What follows belongs to an exercise in optimizing a design on an open flow for small area and a short achievable clock period; a production flow would make more cautious choices. In this exercise RTL edits were held to simulation tests only and were not proved equivalent to the original.

## flow/design.v (module list and top-level ports; edited modules follow where they fit)
// module obi_delay_lfsr: 19 lines
// module obi_rem_st0: 6 lines
// module obi_rem_st1: 10 lines
// module obi_rem_st2: 14 lines
// module obi_rem_st3: 20 lines
// module obi_rem_st4: 24 lines
// module obi_rem_st5: 30 lines
// module obi_rem_st6: 36 lines
// module obi_rem_st7: 44 lines
// module obi_rem_st8: 48 lines
// module obi_rem_st9: 54 lines
// module obi_rem_st10: 60 lines
// module obi_rem_st11: 68 lines
// module obi_rem_st12: 74 lines
// module obi_rem_st13: 82 lines
// module obi_rem_st14: 90 lines
// module obi_rem_st15: 100 lines
// module obi_rem_st16: 104 lines
// module obi_rem_st17: 110 lines
// module obi_rem_st18: 116 lines
// module obi_rem_st19: 124 lines
// module obi_rem_st20: 130 lines
// module obi_rem_st21: 138 lines
// module obi_rem_st22: 146 lines
// module obi_rem_st23: 156 lines
// module obi_rem_st24: 162 lines
// module obi_rem_st25: 170 lines
// module obi_rem_st26: 178 lines
// module obi_rem_st27: 188 lines
// module obi_rem_st28: 196 lines
// module obi_rem_st29: 206 lines
// module obi_rem_st30: 216 lines
// module obi_rem_st31: 228 lines
// module obi_rem_lo: 170 lines
// module obi_rem_hi: 161 lines
// module obi_rvalid_delay: 131 lines
module obi_rvalid_delay #(
  parameter int unsigned FIFO_DEPTH = 4,
  parameter int unsigned DATA_WIDTH = 32,
  parameter logic [31:0] LFSR_SEED  = 32'h1
) (
  input  logic                              clk_i,
  input  logic                              rst_ni,
  input  logic                              req_i,
  input  logic                              gnt_i,
  input  logic                              mem_rvalid_i,
  input  logic [DATA_WIDTH-1:0]             mem_rdata_i,
  input  logic                              mem_err_i,
  output logic                              rvalid_core_o,
  output logic [DATA_WIDTH-1:0]             rdata_core_o,
  output logic                              err_core_o,
  input  logic                              en_stall_i,
  input  logic [31:0]                       stall_mode_i,
  input  logic [31:0]                       max_stall_i,
  input  logic [31:0]                       rvalid_stall_i,
  output logic [$clog2(FIFO_DEPTH+1)-1:0]   outstanding_o,
  output logic                              gnt_block_o,
  output logic                              overflow_o,
  output logic                              protocol_err_o
);
  // ...
==> flow/flow/run.sh <==
#!/bin/bash
export SETUP_SLACK_MARGIN=46
bash standard.sh > standard.log 2>&1
==> flow/standard.sh <==
#!/bin/bash
# synth_recipe.tcl (not shown) runs the flow's synth.tcl, then flattens the netlist and writes it again
# the make line also repeats each setting of config.mk as NAME=value (left out here)
make -C /OpenROAD-flow-scripts/flow DESIGN_CONFIG=/design/flow/config.mk WORK_HOME=/design/flow/orfs CLKGATE_MAP_FILE= SYNTH_SCRIPT=/design/flow/synth_recipe.tcl "${@:-finish}"
==> flow/config.mk <==
export PLATFORM = sky130hd
export DESIGN_NAME = obi_rvalid_delay
export DESIGN_NICKNAME = obi_rvalid_delay
export VERILOG_FILES = /design/flow/design.v
export SDC_FILE = /design/flow/constraint.sdc
export NUM_CORES = 4
export LEC_CHECK = 0
export ABC_AREA = 1
export CAP_MARGIN = 20
export CORE_MARGIN = 2
export CORE_UTILIZATION = 65
export PLACE_DENSITY = 0.75
export SLEW_MARGIN = 20
export SYNTH_HIERARCHICAL = 1
==> flow/constraint.sdc <==
create_clock -name core_clock -period 100.0 [get_ports {clk_i}]
set_input_delay 20.0000 -clock core_clock [delete_from_list [all_inputs] [get_ports {clk_i}]]
set_output_delay 20.0000 -clock core_clock [all_outputs]
set_load 0.01 [all_outputs]
==> flow_summary.json, run 1 <==
{
  "r2r_setup_slack_ns": 69.58,
  "grt_max_degree": 68,
  "ff_latch_area_um2": 9594,
  "synthesis.area_um2": 50620,
  "grt_pass1_wl_um": 224000,
  "multi_input_area_um2": 34490,
  "synth_cells": 7886,
  "reg.largest.list": "dat_r (132), dq_r (96)",
  "ys_warn_count": 8,
  "signal_buffers": 227,
  "clock_skew_ns": 0.03802,
  "final.fill_count": 6862,
  "top_usage_layer": "met2",
  "holdBufCountCts": 0,
  "rsz0062_at_grt": "no",
  "status": "no timing/DRC/antenna violations",
  "place_congestion": 0.9269,
  "cp.depth": 179,
  "startpoint_type": "register",
  "die_w_um": 283.1,
  "hold_violations": 0,
  "top_layer_used": "met5",
  "buf_share_pct": 3.949,
  "detail_route.wl_per_cell_um": 14.92,
  "area_dominant_class": "multi-input gates"
}
==> run 2: changes to the inputs <==
==> flow/flow/run.sh (replaced) <==
#!/bin/bash
export SETUP_SLACK_MARGIN=60
bash standard.sh > standard.log 2>&1
==> flow_summary.json, run 2 <==
{
  "cts-root-buf": "clkbuf_16",
  "h-tree-depth": 2,
  "ys_warn_count": 8,
  "port_buffers": 174,
  "grt_max_degree": 67,
  "avgSynthCellArea_um2": 6.419,
  "clk_path_buf_depth": 3,
  "die_y_um": 283.1,
  "error_message": "[ERROR GRT-0232] Routing congestion too high. Check the congestion heatmap in the GUI.",
  "io_pins": 175,
  "worst_path_end_type": "output port",
  "holdBufCountCts": 0,
  "place_inst": 8967,
  "synthesis.area_um2": 50620,
  "start_util_pct": 65.45,
  "syn_nets": 8682,
  "dpl_cell_area_um2": 54430,
  "die_w_um": 283.1,
  "numCtsBuffers": 38,
  "place_hpwl_um": 101900,
  "row_count": 102,
  "worstEndpointGrtRepair": "rdata_core_o[3]",
  "synth_cells": 7886,
  "status": "aborted with a tool error",
  "place_congestion": 0.9518,
  "failed_stage": "global routing",
  "clock_sinks": 365
}
-- run 2: metrics by stage --
step | setup WS [ns]
global placement | 52.44
CTS | 57.70
detailed placement | 51.86
floorplan | 59.84
-- run 2: what timing repair did --
action	4_1_cts
pin swaps	561
gates cloned	90
gates resized for setup	1661
setup buffers	539
setup endpoints to repair	52
-- run 2: worst max path at each step --
stage / from / end
floorplan: max_stall_i[27] / prem_r[17]
global placement: pmx_r[27] / rvalid_core_o
detailed placement: pmx_r[14] / rvalid_core_o
CTS: pmx_r[0] / rvalid_core_o
==> run 3: changes to the inputs <==
==> flow/flow/run.sh (replaced) <==
#!/bin/bash
export SETUP_SLACK_MARGIN=56
bash standard.sh > standard.log 2>&1
==> flow_summary.json, run 3 <==
{
  "avgSynthCellArea_um2": 6.419,
  "final_common_cell": "nand2_1",
  "cp_slowest_cell": "dfxtp_1",
  "tns_ns": 0,
  "final_cell_mix": "2457 x nand2_1, 1271 x inv_1, 610 x nor2_1",
  "grt_max_degree": 68,
  "hold_path.class": "reg -> reg",
  "maxSlewViolCount": 0,
  "reg.largest.list": "dat_r (132), dq_r (96)",
  "final.fill_count": 4961,
  "place_inst": 8975,
  "period_share_pct": 44.92,
  "antenna_found_initial": 3,
  "startpoint_type": "register",
  "min_period_ns": 44.92,
  "clk_path_buf_depth": 3,
  "largest-register": "dat_r",
  "r2r_start": "pmx_r[20]",
  "fin_cells": 9453,
  "rsz0062_at_grt": "yes",
  "io_pins": 175,
  "cp_max_fo": 17,
  "clock_sinks": 365,
  "synth_cells": 7886,
  "ant_nets": 0,
  "grt.overflow.total": 0,
  "hold_path_depth": 2,
  "vias_per_cell": 5.847,
  "ys_warn_count": 8,
  "numCtsBuffers": 43,
  "track_usage_pct": 35.28,
  "path_clk_slew_ns": 0.06,
  "hold_violations": 0,
  "whs_endpoint": "perr_r",
  "rr_worst_depth": 177,
  "place_hpwl_um": 101800,
  "vias": 55267,
  "port_buffers": 174,
  "r2r-end": "cnt_r[2]",
  "slew_headroom_pct": 10.17,
  "die_y_um": 283.1,
  "drt_iter0_drc": 5781,
  "routed_wl_um": 173900,
  "finalSetupViolCount": 0,
  "status": "no timing/DRC/antenna violations",
  "h-tree-depth": 2,
  "start_util_pct": 65.45,
  "die_w_um": 283.1,
  "grt_pass1_vias": 47369,
  "dpl_cell_area_um2": 52670,
  "detail_route.wl_per_cell_um": 18.39,
  "synthesis.area_um2": 50620,
  "cts-root-buf": "clkbuf_16",
  "fmax_mhz": 22.26,
  "first_pass_iters": 10,
  "crit_path_frequent_cell": "nand2_1",
  "largest_reg_flops": 132,
  "holdBufCountCts": 0,
  "cap_viol_max_count": 0,
  "clock_skew_ns": 0.03674,
  "drc": 0,
  "grt_pass1_wl_um": 234800,
  "critical_path_class": "reg -> out",
  "core_area_um2": 77340,
  "drive_above_1_share_pct": 22.14,
  "clkLatencyLatePin_ns": 0.62,
  "cp.arrival_ns": 24.92,
  "fin_area_um2": 63610,
  "crit_required_ns": 80.00,
  "end_kind": "primary output",
  "tightest_slew_ns": 1.346,
  "hold-worst-slack_ns": 0.4824,
  "crit_path_max_incr_delay_ns": 1.21,
  "syn2layout_area_growth_pct": 25.66,
  "r2r_setup_slack_ns": 73.92,
  "cts_tree": "yes",
  "row_count": 102,
  "hp-start": "perr_r",
  "dieArea_um2": 80130,
  "place_congestion": 0.9269,
  "syn_nets": 8682,
  "nets": 9172
}
==> run 3: final cells by class <==
| cell class | count | area [um^2] | area share [%] |
|---|---|---|---|
| multi-input cells | 6034 | 40880 | 64.26 |
| repair inverters | 7 | 76.32 | 0.1200 |
| inverters | 1363 | 5266 | 8.279 |
| flip-flops and latches | 365 | 9613 | 15.11 |
| repair buffers | 562 | 5047 | 7.935 |
| clock inverters | 22 | 251.5 | 0.3953 |
| diodes | 2 | 5.005 | 0.007868 |
| well taps | 1040 | 1301 | 2.046 |
| clock buffers | 58 | 1172 | 1.843 |
==> run 3: worst max path at each step <==
stage	start	end	slack [ns]	cells past startpoint
2_1_floorplan	pmx_r[4]	rdata_core_o[10]	58.33	168
3_3_place_gp	pmx_r[0]	rvalid_core_o	51.75	188
3_5_place_dp	pmx_r[0]	rvalid_core_o	50.90	179
4_1_cts	pmx_r[0]	rdata_core_o[24]	55.94	177
5_1_grt	pmx_r[17]	rdata_core_o[24]	54.50	166
6_report	pmx_r[20]	rdata_core_o[24]	55.08	169
==> run 3: critical path: cells and delay by family (launching register included) <==
kind | cells | cell delay [ns]
buffers and inverters | 25 | 2.96
XOR/XNOR | 2 | 0.33
AND/OR/NAND/NOR | 109 | 11.71
AO/OA/AOI/OAI | 18 | 3.29
adder cells (fa/ha/maj) | 15 | 4.70
flip-flops | 1 | 1.21
==> run 3: through the flow <==
stage          setup WS [ns]  util, %
6_report               55.08    82.25
3_3_place_gp           51.75    68.10
2_1_floorplan          58.33        -
3_5_place_dp           50.90    68.10
4_1_cts                55.94    72.27
5_1_grt                54.50    82.24
==> run 3: what timing repair did <==
action | CTS | global route
hold endpoints to repair | 0 | 0
pin swaps | 47 | 269
resized for setup | 244 | 1030
buffers inserted | 63 | 267
endpoints found under the setup margin | 52 | 52
gates cloned | 31 | 33
==> run 3: metal layers <==
metal  track usage (%)  share of wire, %  wire, um
met5                 0             0.014        24
met4             14.11               7.1     12350
met3             4.122               9.8     17030
met2             60.34                46     79550
met1             45.37                37     64910
==> run 4: changes to the inputs <==
==> flow/flow/run.sh (replaced) <==
#!/bin/bash
export SETUP_SLACK_MARGIN=50
bash standard.sh > standard.log 2>&1
==> flow_summary.json, run 4 <==
{
  "nets": 8778,
  "slew_headroom_pct": 20.09,
  "end_kind": "primary output",
  "gr-usage-met2_pct": 58.03,
  "place_hpwl_um": 101800,
  "drive_above_1_share_pct": 8.682,
  "cp.arrival_ns": 27.34,
  "fmax_mhz": 21.12,
  "core_area_um2": 77340,
  "largest-register": "dat_r",
  "largest_reg_flops": 132,
  "grt.overflow.total": 0,
  "rsz0062_at_grt": "no",
  "min_period_ns": 47.34,
  "post-cts-setup-buffers": 0,
  "final_common_cell": "nand2_1",
  "ant_nets": 0,
  "routed_wl_um": 135500,
  "finalSetupViolCount": 0,
  "syn2layout_area_growth_pct": 7.099,
  "track_usage_pct": 33.46,
  "place_congestion": 0.9269,
  "pre_cts_slack_ns": 50.90,
  "first_pass_iters": 6,
  "r2r_setup_slack_ns": 72.10,
  "n_antenna_cell": 0,
  "ys_warn_count": 8,
  "clkLatencyLatePin_ns": 0.61,
  "syn_nets": 8682,
  "period_share_pct": 47.34,
  "avgSynthCellArea_um2": 6.419,
  "cp_max_fo": 42,
  "tns_ns": 0,
  "grt_pass1_vias": 45866,
  "cts_tree": "yes",
  "met3_usage_pct": 3.752,
  "cap_viol_max_count": 0,
  "tightest_slew_ns": 1.199,
  "critical_path_class": "reg -> out",
  "grt_pass1_wl_um": 224000,
  "status": "no timing/DRC/antenna violations",
  "hold_path.class": "reg -> reg",
  "io_pins": 175,
  "die_w_um": 283.1,
  "crit_path_max_incr_delay_ns": 0.58,
  "path_clk_slew_ns": 0.06,
  "grtUsageMet1_pct": 42.78,
  "cp_slowest_cell": "clkdlybuf4s50_1",
  "synth_cells": 7886,
  "die_y_um": 283.1,
  "cts-root-buf": "clkbuf_16",
  "row_count": 102,
  "grt_max_degree": 68,
  "clock_skew_ns": 0.03828,
  "fin_ws_ns": 52.66,
  "crit_path_frequent_cell": "nand2_1",
  "numCtsBuffers": 43,
  "port_buffers": 174,
  "synthesis.area_um2": 50620,
  "startpoint_type": "register",
  "top_usage_layer": "met2",
  "h-tree-depth": 2,
  "dieArea_um2": 80130,
  "vias_per_cell": 5.341,
  "final_cell_mix": "2730 x nand2_1, 1284 x inv_1, 655 x nor2_1",
  "final_util_pct": 70.10,
  "clk_path_buf_depth": 3,
  "clock_sinks": 365,
  "reg.largest.list": "dat_r (132), dq_r (96)",
  "drc": 0,
  "hold_violations": 0,
  "start_util_pct": 65.45,
  "crit_required_ns": 80.00,
  "drt_iter0_drc": 3310,
  "maxSlewViolCount": 0,
  "detail_route.wl_per_cell_um": 14.96,
  "antenna_found_initial": 2,
  "vias": 48372
}
## run 4: critical path: cells and delay by family (launching register included)
kind	cells	cell delay [ns]
adders and majority gates	15	5.86
AOI/OAI and AO/OA	4	0.75
xor gates and xnor gates	1	0.15
and+or+nand+nor	137	15.80
DFF	1	0.30
buffers and inverters	20	3.61
## run 4: final timing paths
path	from	to	depth (start not counted)
min	perr_r	perr_r	2
min reg2reg	perr_r	perr_r	2
max reg2reg	pmx_r[1]	hcnt_r[10]	189
max	pmx_r[1]	rvalid_core_o	177
## run 4: cell type report
type                    count  area [um^2]
flip-flops and latches    365         9598
fillers                  6849        23120
clock buffers              58         1172
clock inverters            22        251.5
multi-input cells        5982        34590
well taps                1040         1301
inverters                1363         5161
repair buffers            227         2141
## run 4: stage by stage
stage	hold WS, ns	cells	area, um^2
6_report	0.4772	9057	54210
5_1_grt	0.5112	9057	54210
4_1_cts	0.4826	9055	54090
3_5_place_dp	0.4668	8975	52670
3_3_place_gp	0.4502	8975	52670
2_1_floorplan	0.4364	7886	50620
## run 4: what timing repair did
action | 4_1_cts | 5_1_grt
gates resized for setup | 0 | 15
setup endpoints to repair | 0 | 34
hold buffers | 0 | 0
hold endpoints to repair | 0 | 0
## run 4: per-layer routing
| layer | routed length, um | vias to the layer above |
|---|---|---|
| li1 | - | 24775 |
| met1 | 59020 | 22001 |
| met2 | 63280 | 1295 |
| met3 | 7687 | 297 |
| met4 | 5435 | 4 |
| met5 | 28 | - |
==> run 5: changes to the inputs <==
==> flow/flow/run.sh (replaced) <==
#!/bin/bash
export SETUP_SLACK_MARGIN=52
bash standard.sh > standard.log 2>&1
==> flow_summary.json, run 5 <==
{
  "synthesis.area_um2": 50620,
  "largest-register": "dat_r",
  "end_kind": "primary output",
  "met3_usage_pct": 3.752,
  "drive_above_1_share_pct": 8.881,
  "r2r_start": "pmx_r[7]",
  "critical_path_class": "reg -> out",
  "drt_iter0_drc": 3283,
  "final_common_cell": "nand2_1",
  "routed_wl_um": 137000,
  "r2r-end": "cnt_r[2]",
  "grt_pass1_wl_um": 224100,
  "path_clk_slew_ns": 0.06,
  "cp.arrival_ns": 26.00,
  "largest_reg_flops": 132,
  "vias": 48554,
  "grt.overflow.total": 0,
  "final_cell_mix": "2727 x nand2_1, 1284 x inv_1, 655 x nor2_1",
  "crit_path_max_incr_delay_ns": 0.56,
  "cap_viol_max_count": 0,
  "io_pins": 175,
  "worst_path_dominant_cell_family": "simple AND/OR/NAND/NOR gates",
  "n_antenna_cell": 0,
  "clk_path_buf_depth": 3,
  "h-tree-depth": 2,
  "ff_latch_area_um2": 9598,
  "ant_nets": 0,
  "dieArea_um2": 80130,
  "crit_required_ns": 80.00,
  "row_count": 102,
  "die_w_um": 283.1,
  "tns_ns": 0,
  "synth_cells": 7886,
  "place_hpwl_um": 101800,
  "pre_cts_slack_ns": 50.90,
  "maxSlewViolCount": 0,
  "final_util_pct": 70.47,
  "hold_violations": 0,
  "fin_area_um2": 54500,
  "nets": 8789,
  "final.fill_count": 6804,
  "worst-path-buf-inv": 19,
  "startpoint_type": "register",
  "hold_path.class": "reg -> reg",
  "grtUsageMet1_pct": 42.77,
  "cp.depth": 171,
  "clock_skew_ns": 0.03688,
  "die_y_um": 283.1,
  "syn_nets": 8682,
  "start_util_pct": 65.45,
  "finalSetupViolCount": 0,
  "place_congestion": 0.9269,
  "avgSynthCellArea_um2": 6.419,
  "min_period_ns": 46.00,
  "cp_slowest_cell": "clkdlybuf4s50_1",
  "detail_route.wl_per_cell_um": 15.11,
  "first_pass_iters": 5,
  "grt_pass1_vias": 45886,
  "multi_input_area_um2": 34760,
  "syn2layout_area_growth_pct": 7.657,
  "cts-root-buf": "clkbuf_16",
  "rr_worst_depth": 178,
  "core_area_um2": 77340,
  "reg.largest.list": "dat_r (132), dq_r (96)",
  "grt_max_degree": 68,
  "gr-usage-met2_pct": 58.13,
  "crit_end": "rdata_core_o[1]",
  "clock_sinks": 365,
  "rsz0062_at_grt": "no",
  "tightest_slew_ns": 1.174,
  "slew_headroom_pct": 21.61,
  "vias_per_cell": 5.354,
  "critPathLaunch": "pmx_r[7]",
  "cp_max_fo": 42,
  "ys_warn_count": 8,
  "crit_path_frequent_cell": "nand2_1",
  "hp-start": "perr_r",
  "antenna_found_initial": 2,
  "clkLatencyLatePin_ns": 0.61,
  "dpl_cell_area_um2": 52670,
  "top_usage_layer": "met2",
  "period_share_pct": 46.00,
  "status": "no timing/DRC/antenna violations",
  "numCtsBuffers": 43,
  "port_buffers": 174,
  "drc": 0,
  "hold_path_depth": 2,
  "fmax_mhz": 21.74,
  "cts_tree": "yes",
  "fin_ws_ns": 54.00,
  "track_usage_pct": 33.47,
  "r2r_setup_slack_ns": 73.33
}
## run 5: stage by stage
stage / hold WS, ns / cells
floorplan: 0.4364 / 7886
global placement: 0.4502 / 8975
detailed placement: 0.4668 / 8975
CTS: 0.4826 / 9055
global route: 0.5112 / 9068
finish: 0.4814 / 9068
## run 5: final cells by class
class | instances | area share [%]
Timing Repair Buffer | 233 | 4.112
Clock buffer | 58 | 2.151
Clock inverter | 22 | 0.4615
Inverter | 1363 | 9.498
Sequential cell | 365 | 17.61
Tap cell | 1040 | 2.388
Multi-Input combinational cell | 5987 | 63.78
## run 5: worst min path at each step
stage and endpoint:
6_report perr_r, 5_1_grt ovf_r, 4_1_cts ovf_r, 3_5_place_dp perr_r
3_3_place_gp rptr_r[1], 2_1_floorplan register
## run 5: routing by layer
| metal | share of wire, % | vias to the layer above |
|---|---|---|
| met3 | 5.7 | 302 |
| met4 | 3.9 | 4 |
| li1 | - | 24825 |
| met5 | 0.020 | - |
| met1 | 44 | 22080 |
| met2 | 47 | 1343 |
## run 5: worst register-to-register path, delay by kind of cell, from the launching register on
kind | cells | cell delay (ns)
simple gates | 125 | 14.17
compound gates | 12 | 2.30
buf+inv | 20 | 2.59
xor+xnor | 2 | 0.30
fa+ha+maj | 19 | 6.87
flops | 1 | 0.30
## run 5: what timing repair did
item,CTS,global route
hold buffers,0,0
gates resized for setup,7,49
pin swaps,0,6
setup endpoints to repair,34,52
cloned,0,6
endpoints found under the hold margin,0,0
buffers inserted,0,6
==> run 6: changes to the inputs <==
==> flow/flow/run.sh (replaced) <==
#!/bin/bash
export SETUP_SLACK_MARGIN=52
export BUFFER_PORTS_ARGS="-buffer_cell sky130_fd_sc_hd__buf_4"
bash standard.sh > standard.log 2>&1
==> flow_summary.json, run 6 <==
{
  "numCtsBuffers": 44,
  "r2r_setup_slack_ns": 73.15,
  "hold_violations": 0,
  "port_buffers": 174,
  "die_y_um": 283.1,
  "ant_nets": 0,
  "dpl_cell_area_um2": 52170,
  "drive_above_1_share_pct": 10.99,
  "period_share_pct": 45.84,
  "largest_reg_flops": 132,
  "start_util_pct": 65.45,
  "path_clk_slew_ns": 0.07,
  "die_w_um": 283.1,
  "critical_path_class": "reg -> out",
  "cts_tree": "yes",
  "rsz0062_at_grt": "no",
  "cts-root-buf": "clkbuf_16",
  "final_cell_mix": "2727 x nand2_1, 1284 x inv_1, 655 x nor2_1",
  "cp_max_fo": 42,
  "startpoint_type": "register",
  "largest-register": "dat_r",
  "maxSlewViolCount": 0,
  "syn_nets": 8682,
  "antenna_found_initial": 3,
  "drt_iter0_drc": 3293,
  "detail_route.wl_per_cell_um": 14.94,
  "reg.largest.list": "dat_r (132), dq_r (96)",
  "grt_pass1_vias": 44865,
  "grt_pass1_wl_um": 219200,
  "clk_path_buf_depth": 3,
  "avgSynthCellArea_um2": 6.419,
  "vias": 48409,
  "place_hpwl_um": 100600,
  "grt.overflow.total": 0,
  "worst_path_dominant_cell_family": "simple AND/OR/NAND/NOR gates",
  "h-tree-depth": 2,
  "cp.arrival_ns": 25.84,
  "clock_skew_ns": 0.05366,
  "grt_max_degree": 68,
  "place_congestion": 0.9392,
  "drc": 0,
  "ff_latch_area_um2": 9599,
  "core_area_um2": 77340,
  "status": "no timing/DRC/antenna violations",
  "row_count": 102,
  "finalSetupViolCount": 0,
  "fin_area_um2": 54230,
  "cp_slowest_cell": "fa_1",
  "vias_per_cell": 5.341,
  "synth_cells": 7886,
  "multi_input_area_um2": 34810,
  "crit_path_max_incr_delay_ns": 0.45,
  "clkLatencyLatePin_ns": 0.61,
  "io_pins": 175,
  "cap_viol_max_count": 0,
  "tightest_slew_ns": 1.129,
  "end_kind": "primary output",
  "holdBufCountCts": 0,
  "crit_path_frequent_cell": "nand2_1",
  "min_period_ns": 45.84,
  "slew_headroom_pct": 24.61,
  "fmax_mhz": 21.82,
  "final_common_cell": "nand2_1",
  "worst-path-buf-inv": 14,
  "synthesis.area_um2": 50620,
  "first_pass_iters": 6,
  "crit_required_ns": 80.00,
  "final.fill_count": 6923,
  "syn2layout_area_growth_pct": 7.128,
  "nets": 8783,
  "routed_wl_um": 135400,
  "dieArea_um2": 80130,
  "ys_warn_count": 8,
  "clock_sinks": 365,
  "tns_ns": 0,
  "track_usage_pct": 32.69,
  "hold_path.class": "reg -> reg"
}
run 6: stage by stage:
step                util (%)  std cells  hold WS (ns)  setup slack [ns]
floorplan                  -       7886        0.4364             58.33
global placement       67.46       8965        0.4535             51.96
detailed placement     67.46       8965        0.4679             51.06
CTS                    69.57       9046        0.4784             52.10
global route           70.12       9062        0.5051             51.97
finish                 70.12       9063        0.4786             54.16
run 6: worst paths after layout:
path	startpoint	endpoint	cells past startpoint
worst min-delay path	rptr_r[0]	rptr_r[0]	1
worst max-delay path	pmx_r[31]	rdata_core_o[2]	165
worst min register to register	rptr_r[0]	rptr_r[0]	1
worst max register to register	pmx_r[31]	cnt_r[2]	171
run 6: layer usage:
metal	GRT usage (%)	vias up	wire length, um
li1	-	24790	-
met1	42.37	22045	59660
met2	56.95	1330	63490
met3	3.736	236	7918
met4	10.13	8	4230
met5	0	-	60
run 6: worst reg2reg max path: cells and delay by family (launching register included):
family          cells  cell delay, ns
xor+xnor            2            0.33
flops               1            0.43
simple gates      124           15.07
fa+ha+maj          18            6.74
compound gates     13            2.58
buf+inv            14            1.64
run 6: layout make-up:
class | instances | area share [%]
sequential | 365 | 17.70
clock inverter | 27 | 0.7683
multi-input combinational | 5991 | 64.20
antenna | 1 | 0.004614
clock buffer | 54 | 2.192
timing repair buffer | 222 | 3.186
tap | 1040 | 2.400
inverter | 1363 | 9.550
run 6: timing repair:
| item | 4_1_cts | 5_1_grt |
|---|---|---|
| endpoints found under the setup margin | 34 | 52 |
| gates cloned | 0 | 10 |
| buffers inserted | 0 | 5 |
| hold endpoints to repair | 0 | 0 |
| gates resized for setup | 6 | 52 |
| pin swaps | 0 | 7 |
==> run 7: changes to the inputs <==
--- a/flow/config.mk
+++ b/flow/config.mk
@@ -10,4 +10,4 @@
 export CORE_MARGIN = 2
-export CORE_UTILIZATION = 65
-export PLACE_DENSITY = 0.75
+export CORE_UTILIZATION = 75
+export PLACE_DENSITY = 0.85
 export SLEW_MARGIN = 20
==> flow_summary.json, run 7 <==
{
  "hold-worst-slack_ns": 0.4795,
  "hold_violations": 0,
  "drc": 0,
  "crit_required_ns": 100.50,
  "fin_cells": 8893,
  "worst-path-buf-inv": 16,
  "critical_path_class": "in -> reg",
  "numCtsBuffers": 42,
  "drive_above_1_share_pct": 10.95,
  "finalSetupViolCount": 0,
  "synth_cells": 7886,
  "place_inst": 8803,
  "min_period_ns": 45.99,
  "slew_headroom_pct": 25.78,
  "drt_iter0_drc": 4284,
  "clkLatencyLatePin_ns": 0.60,
  "avgSynthCellArea_um2": 6.419,
  "ant_nets": 0,
  "row_count": 95,
  "first_pass_iters": 6,
  "h-tree-depth": 2,
  "hold_path.class": "reg -> reg",
  "clock_sinks": 365,
  "fmax_mhz": 21.75,
  "clk_path_buf_depth": 3,
  "final_common_cell": "nand2_1",
  "antenna_found_initial": 0,
  "final_util_pct": 80.24,
  "final_cell_mix": "2729 x nand2_1, 1284 x inv_1, 655 x nor2_1",
  "tightest_slew_ns": 1.106,
  "grt_pass1_wl_um": 226400,
  "dieArea_um2": 69590,
  "place_congestion": 0.9664,
  "cp_max_fo": 25,
  "crit_path_max_incr_delay_ns": 0.50,
  "reg.largest.list": "dat_r (132), dq_r (96)",
  "startpoint_type": "input pin",
  "largest_reg_flops": 132,
  "crit_path_frequent_cell": "nand2_1",
  "holdBufCountCts": 0,
  "path_clk_slew_ns": 0.06,
  "track_usage_pct": 39.12,
  "cts_tree": "yes",
  "io_pins": 175,
  "cts-root-buf": "clkbuf_16",
  "grt_pass1_vias": 47716,
  "tns_ns": 0,
  "syn2layout_area_growth_pct": 6.263,
  "die_w_um": 263.8,
  "clock_skew_ns": 0.05215,
  "routed_wl_um": 139600,
  "core_area_um2": 67040,
  "place_hpwl_um": 103200,
  "cp_slowest_cell": "fa_1",
  "synthesis.area_um2": 50620,
  "rsz0062_at_grt": "no",
  "period_share_pct": 45.99,
  "syn_nets": 8682,
  "vias": 50223,
  "cp.arrival_ns": 46.48,
  "worst_path_dominant_cell_family": "simple AND/OR/NAND/NOR gates",
  "vias_per_cell": 5.647,
  "status": "no timing/DRC/antenna violations",
  "grt.overflow.total": 0,
  "grt_max_degree": 68,
  "ys_warn_count": 8,
  "detail_route.wl_per_cell_um": 15.70,
  "cap_viol_max_count": 0,
  "largest-register": "dat_r",
  "port_buffers": 174,
  "nets": 8783,
  "die_y_um": 263.8,
  "end_kind": "register",
  "maxSlewViolCount": 0,
  "start_util_pct": 75.51
}
==> run 7: worst paths after layout <==
kind,from,end,depth (start not counted),slack [ns]
max,max_stall_i[29],prem_r[5],164,54.01
min,rptr_r[1],rptr_r[1],2,0.48
max reg2reg,pmx_r[31],hcnt_r[29],172,73.08
min reg2reg,rptr_r[1],rptr_r[1],2,0.48
==> run 7: final cells by class <==
class                           count  area, um^2
Antenna cell                        1       2.502
Timing Repair Buffer              228        1753
Clock buffer                       50        1134
Inverter                         1363        5174
Sequential cell                   365        9599
Tap cell                          873        1092
Multi-Input combinational cell   5987       34750
Fill cell                        5107       13250
Clock inverter                     26       290.3
==> run 7: repair_timing <==
action	4_1_cts	5_1_grt
resized for setup	5	35
setup endpoints to repair	34	52
pin swaps	0	6
setup buffers	0	7
gates cloned	0	6
==> run 7: worst register-to-register path: cells and delay by family (launching register included) <==
| kind | cells | cell delay [ns] |
|---|---|---|
| buffers and inverters | 11 | 1.59 |
| flip-flops | 1 | 0.41 |
| AND/OR/NAND/NOR | 130 | 15.69 |
| AO/OA/AOI/OAI | 16 | 3.58 |
| XOR/XNOR | 1 | 0.18 |
| adder cells (fa/ha/maj) | 14 | 5.36 |
==> run 7: per-stage QoR <==
| stage | setup slack, ns | area, um^2 |
|---|---|---|
| final | 54.01 | 53790 |
| after global routing | 51.96 | 53790 |
| after CTS | 52.21 | 53450 |
| after detailed placement | 51.45 | 52000 |
| after global placement | 52.40 | 52000 |
| after floorplan | 58.33 | 50620 |
==> run 7: metal layers <==
metal	GRT usage [%]	up-vias	wire, um
met1	48.43	22963	56340
met4	20.09	0	7463
li1	-	24784	-
met2	66.89	1995	64790
met5	0	-	0
met3	5.136	481	11020

-- separate check: timing with driven ports --
In the flow no input, the clock included, has a driving cell. The finished layouts below were timed again as built, in two steps.
Step 1: set_driving_cell puts a clkbuf_16 on clk_i and a buf_2 on each other input, an assumption about the parent block.
Step 2 moves the port delays by t, midway between the first and last clock arrival at a register: inputs arrive t later, outputs are due t later. That takes back most of the time a late clock gives input paths.
Three values: ideal ports, drivers, drivers and shift; two values: the first two.
run | shift t [ns] | slack for setup (ns) | latest minus earliest clock arrival (ns) | worst data-port slew with drivers (ns)
run 1 | 0.667 | 49.978 / 49.906 / 50.573 | 0.038 / 0.038 | 0.11
run 3 | 0.672 | 55.076 / 55.002 / 55.675 | 0.037 / 0.037 | 0.13
run 4 | 0.666 | 52.659 / 52.589 / 52.387 | 0.039 / 0.038 | 0.12
run 5 | 0.667 | 54.004 / 53.933 / 53.531 | 0.037 / 0.036 | 0.11
run 6 | 0.663 | 54.161 / 54.087 / 53.614 | 0.056 / 0.056 | 0.10
run 7 | 0.649 | 54.014 / 54.059 / 53.410 | 0.052 / 0.052 | 0.09
After both steps setup and hold are still met in every run listed. For run 7, which loses most, drivers alone change the setup slack by +0.045 ns; drivers and shift together by -0.604 ns.
